This is an optimization exercise on Yosys and OpenROAD, whose aim is small area, a short achievable clock period and few clock cycles per item, not a production implementation.
Only simulation tests tie the RTL to the original design; equivalence was not proved.
No activity file was given, so power comes from the tool's default toggle rates.

===== flow/config.mk =====
export PLATFORM = sky130hd
export DESIGN_NAME = pp_reduction_sequencer
export DESIGN_NICKNAME = pp_reduction_sequencer
export VERILOG_FILES = /design/flow/design.v
export SDC_FILE = /design/flow/constraint.sdc
export NUM_CORES = 4
export LEC_CHECK = 0
export CAP_MARGIN = 20
export CORE_MARGIN = 2
export CORE_UTILIZATION = 40
export SLEW_MARGIN = 20

===== flow/constraint.sdc =====
create_clock -name core_clock -period 4.0 [get_ports {clk}]
set_input_delay 0.8000 -clock core_clock [delete_from_list [all_inputs] [get_ports {clk}]]
set_output_delay 0.8000 -clock core_clock [all_outputs]
set_load 0.01 [all_outputs]

===== flow/design.v =====
`default_nettype none
module compressor_42 #(
    parameter int WIDTH = 128
) (
    input  logic [WIDTH-1:0] a,
    input  logic [WIDTH-1:0] b,
    input  logic [WIDTH-1:0] c,
    input  logic [WIDTH-1:0] d,
    output logic [WIDTH-1:0] sum,
    output logic [WIDTH-1:0] carry
);
    logic [WIDTH-1:0] w_s1;
    logic [WIDTH-1:0] w_cin;
    logic [WIDTH-2:0] w_c1;
    assign carry[0] = 1'b0;
    for (genvar i = 0; i < WIDTH; i++) begin : g_bit
        assign w_s1[i] = a[i] ^ b[i] ^ c[i];
        if (i == 0) begin : g_lsb
            assign w_cin[i] = 1'b0;
        end else begin : g_chain
            assign w_cin[i] = w_c1[i-1];
        end
        assign sum[i] = w_s1[i] ^ d[i] ^ w_cin[i];
        if (i < WIDTH - 1) begin : g_carry
            assign w_c1[i]    = (a[i] & b[i]) | (a[i] & c[i]) | (b[i] & c[i]);
            assign carry[i+1] = (w_s1[i] & d[i]) | (w_s1[i] & w_cin[i]) | (d[i] & w_cin[i]);
        end
    end
endmodule
module pp_reduction_sequencer #(
    parameter int WIDTH  = 128,
    parameter int MAX_PP = 16,
    parameter int CNT_W  = 5
) (
    input  logic             clk,
    input  logic             rst,
    input  logic             start,
    input  logic [CNT_W-1:0] pp_count,
    output logic             busy,
    output logic             err,
    input  logic             in_valid,
    output logic             in_ready,
    input  logic [WIDTH-1:0] in_pp0,
    input  logic [WIDTH-1:0] in_pp1,
    output logic             out_valid,
    input  logic             out_ready,
    output logic [WIDTH-1:0] out_result
);
    localparam logic [CNT_W-1:0] c_MAX_PP = CNT_W'(MAX_PP);
    localparam logic [CNT_W-1:0] c_ONE    = CNT_W'(1);
    typedef enum logic [1:0] {
        ST_IDLE  = 2'd0,
        ST_ACCUM = 2'd1,
        ST_FINAL = 2'd2,
        ST_DONE  = 2'd3
    } state_t;
    state_t r_state;
    state_t w_next_state;
    logic [WIDTH-1:0] r_sum;
    logic [WIDTH-1:0] r_carry;
    logic [WIDTH-1:0] r_result;
    logic [CNT_W-1:0] r_beats_left;
    logic             r_odd;
    logic             r_err;
    logic             w_count_ok;
    logic [CNT_W-1:0] w_beats_init;
    logic             w_beat_fire;
    logic             w_last_beat;
    logic [WIDTH-1:0] w_lane1;
    logic [WIDTH-1:0] w_cmp_sum;
    logic [WIDTH-1:0] w_cmp_carry;
    assign w_count_ok   = (pp_count != '0) && (pp_count <= c_MAX_PP);
    assign w_beats_init = (pp_count >> 1) + {{(CNT_W-1){1'b0}}, pp_count[0]};
    assign w_beat_fire  = in_valid && in_ready;
    assign w_last_beat  = (r_beats_left == c_ONE);
    assign w_lane1      = (w_last_beat && r_odd) ? '0 : in_pp1;
    compressor_42 #(
        .WIDTH (WIDTH)
    ) u_cmp (
        .a     (r_sum),
        .b     (r_carry),
        .c     (in_pp0),
        .d     (w_lane1),
        .sum   (w_cmp_sum),
        .carry (w_cmp_carry)
    );
    always_ff @(posedge clk) begin
        if (rst) begin
            r_state <= ST_IDLE;
        end else begin
            r_state <= w_next_state;
        end
    end
    always_comb begin
        w_next_state = r_state;
        busy         = 1'b1;
        in_ready     = 1'b0;
        out_valid    = 1'b0;
        case (r_state)
            ST_IDLE: begin
                busy = 1'b0;
                if (start && w_count_ok) begin
                    w_next_state = ST_ACCUM;
                end
            end
            ST_ACCUM: begin
                in_ready = 1'b1;
                if (in_valid && w_last_beat) begin
                    w_next_state = ST_FINAL;
                end
            end
            ST_FINAL: begin
                w_next_state = ST_DONE;
            end
            ST_DONE: begin
                out_valid = 1'b1;
                if (out_ready) begin
                    w_next_state = ST_IDLE;
                end
            end
            default: begin
                w_next_state = ST_IDLE;
            end
        endcase
    end
    always_ff @(posedge clk) begin
        if (rst) begin
            r_sum        <= '0;
            r_carry      <= '0;
            r_result     <= '0;
            r_beats_left <= '0;
            r_odd        <= 1'b0;
            r_err        <= 1'b0;
        end else begin
            r_err <= 1'b0;
            case (r_state)
                ST_IDLE: begin
                    if (start) begin
                        if (w_count_ok) begin
                            r_beats_left <= w_beats_init;
                            r_odd        <= pp_count[0];
                            r_sum        <= '0;
                            r_carry      <= '0;
                        end else begin
                            r_err <= 1'b1;
                        end
                    end
                end
                ST_ACCUM: begin
                    if (w_beat_fire) begin
                        r_sum        <= w_cmp_sum;
                        r_carry      <= w_cmp_carry;
                        r_beats_left <= r_beats_left - c_ONE;
                    end
                end
                ST_FINAL: begin
                    r_result <= r_sum + r_carry;
                end
                default: begin
                end
            endcase
        end
    end
    assign err        = r_err;
    assign out_result = r_result;
endmodule
`default_nettype wire

===== flow/run.sh =====
#!/bin/bash
# synth_recipe.tcl (not shown) runs the flow's synth.tcl, then flattens the netlist and writes it again
# the make line also repeats each setting of config.mk as NAME=value (left out here)
make -C /OpenROAD-flow-scripts/flow DESIGN_CONFIG=/design/flow/config.mk WORK_HOME=/design/flow/orfs CLKGATE_MAP_FILE= SYNTH_SCRIPT=/design/flow/synth_recipe.tcl finish

==> results.ini <==
[run_status]
status = timing/DRC/antenna clean

[synth]
yosys-top-cells-area = dfxtp_1, fa_1, a22oi_1
ys_async_sr_fraction_pct = 0
yosysTopAreaCellShare_pct = 28.36
yosysUniqueCellTypes = 84
ys_seq_area_share_pct = 28.36
synth_common_cells = nor2_1, dfxtp_1, a22oi_1, fa_1, nand2_1
synth_adder_area_share_pct = 24.55
synthSimpleGateAreaFrac_pct = 15.97
synth_compound_area_share_pct = 21.15
synth_mux_area_share_pct = 2.496
synth_xor_area_share_pct = 4.020
yosysWarnings = 1
synth_top_family_by_area = adder cells
synth_area_leader_cell = dfxtp_1
synth_most_common_cell = nor2_1
synth_edf_count = 0
ys_seq_elements = 392
syn_nets = 3724
synth_area_um2 = 27670
syn_area_per_cell_um2 = 9.022
synth_ff_type = dfxtp_1
netlist_instances = 3067

[clock_network]
root_buffer = clkbuf_16
cts_tree = yes
cts.hold.buffers_added = 0
post_cts_buffers = 0
cts_max_level = 2
clk_pin_slew_ps = 60
cts_sinks = 392
ctsLongestPathBuffers = 3
clock_latency_ps = 610
cts_made_buffers = 48

[die]
start_util_pct = 40.34
ios = 398
core_area_um2 = 68590
die_h_um = 267.0
dieWidth_um = 267.0
fp-row-count = 96
dieArea_um2 = 71290

[pwr]
p_leak_uw = 0.01312
power_density_nw_per_um2 = 383.7
ir_worst_vdd_v = 0.0003863

[routing]
vias = 24270
via_per_inst = 5.598
drc_errors = 0
drt_iter0_markers = 1690
totalWireLength_um = 92170
firstDrtPassIters = 8
wire_per_inst_um = 21.26
final_antenna_net_count = 0

[setup_path]
crit_fanout = 4
cp.required_ps = 4430
critPathCaptureType = register
cp_data_arrival_time_ps = 4180
crit_start = r_sum[1]
start_kind = register
critPathKind = register to register
r2r-start = r_sum[1]

[timing]
setup-tns-final_ps = 0
relSlewSlack_pct = 27.31
tightest_slew_ps = 1090
min_period_ps = 3754
final_hold_viol_count = 0
rsz0062_at_grt = false
slew_viol_final = 0
fin_crit_sh_pct = 93.85
fmax_ghz = 0.2664
setup_viol = 0
skew_ps = 27.35

[final_layout]
regArea_um2 = 7848
num-nets-final = 4016
final_core_util_pct = 49.75
syn_to_final_growth_pct = 23.32
fillers = 6383
multi_input_area_um2 = 18920
drive_gt1_share_pct = 4.418

[global_route]
grt_first_pass_wirelength_um = 143700
overflow = 0
grt_use_total_pct = 25.73
antenna_found_initial = 7
grt_max_degree = 97
grt_pass1_vias = 24750

[worst_hold_path]
min_from = r_result[70]
hp-class = register to register

[placed_design]
post-dp-hpwl_um = 71470
io_buffers = 397
gp_congestion = 0.9469

[run]
drv_cap = 0

## registers in the layout, summed over array words and instances, names as in the netlist
signal        count
r_beats_left      5
r_carry         127
r_err             1
r_odd             1
r_result        128
r_state           2
r_sum           128
## cells by family after synthesis
family | Yosys count
compound gates | 878
xor+xnor | 127
fa+ha+maj | 391
buf+inv | 248
flops | 392
mux | 69
simple gates | 962
## worst max-delay path: stages, from the launching register on
cell      delay [ps]
dfxtp_1          390
ha_1             230
inv_1             60
fa_1             400
nor2b_1          170
o211a_1          240
o211ai_1         190
a21bo_2          310
a211oi_1         280
a211oi_1          80
buf_4            170
o21ai_0          510
a31oi_1          210
xnor2_1          160
mux2i_1          140
nor2_1            50
## final cells by class
class | instances | area share (%)
multi-input cells | 2427 | 55.44
flip-flops and latches | 392 | 23.00
repair buffers | 425 | 12.57
clock buffers | 72 | 4.257
well taps | 931 | 3.414
inverters | 65 | 0.7150
clock inverters | 14 | 0.5354
diodes | 9 | 0.06600
## cells in the final DEF, fill, tap and decap left out, drive strengths merged, types with 72 or more instances in the layout
cell,count
nor2,424
clkdlybuf4s50,396
dfxtp,392
a22oi,256
fa,253
nand2,214
a21oi,210
o21ai,174
ha,138
and2,133
xnor2,76
clkbuf,72
## final timing paths
path,cells after the start,slack [ps],to
max,15,250,r_result[59]
min,2,450,r_result[70]
max reg2reg,15,250,r_result[59]
min reg2reg,2,450,r_result[70]
## stage by stage
stage               worst slack, ps  area [um2]  power [uW]  cells  hold slack (ps)
CTS                           291.0       34090       13230   4326            455.1
finish                        245.8       34120       13090   4335            449.3
floorplan                     941.4       27670        7113   3067            463.3
global placement              349.7       32460        8466   4240            440.8
detailed placement            292.1       32460        8556   4240            441.6
global route                  22.67       34110       13840   4330            489.7
## power by group
part / switching, uW / internal [uW] / leakage (uW) / total, uW
logic: 2500 / 1560 / 0.00915 / 4060
clock network: 1850 / 2750 / 0.000805 / 4610
registers: 268 / 4150 / 0.00316 / 4420
## repair_timing
action | 4_1_cts | 5_1_grt
gates resized for setup | 0 | 1
setup endpoints to repair | 0 | 1
endpoints found under the hold margin | 0 | 0
## per-layer routing
metal	vias up	global-route usage (%)	share of wire (%)
met4	2	8.579	3.2
li1	11410	-	-
met3	142	4.613	6.7
met2	833	42.65	47
met1	11880	33.86	43
met5	-	0	0.013
Testbench counts, summed over its fixed seeds: cycles 14,928, items 2,000.

afterwards: timing with drivers on the ports:
No port has a modelled driver above. Below, the same layout with a new extraction and two added sets of constraints. Step 1 (the two cells are an assumption about what drives the block):
set clk [get_ports {clk}]
set_driving_cell -lib_cell sky130_fd_sc_hd__clkbuf_16 $clk
set_driving_cell -lib_cell sky130_fd_sc_hd__buf_2 [delete_from_list [all_inputs] $clk]
Step 2, shift: input delay + t, output delay - t, t = (earliest + latest rising clock arrival at the registers) / 2. This alone moves slack from input paths to output paths. a / b / c = no drivers / after step 1 / after step 2; a / b = the first two.
shift t [ns]: 0.659
slack for setup (ns): 0.246 / 0.246 / 0.246
worst setup path at the end: register to register
slew at the worst register clock pin (ns): 0.06 / 0.06
worst slew at a driven data input, ns: 0.13
After both steps this run still meets setup and hold. For this run, drivers alone change the setup slack by 0.000 ns; drivers and shift together by 0.000 ns.
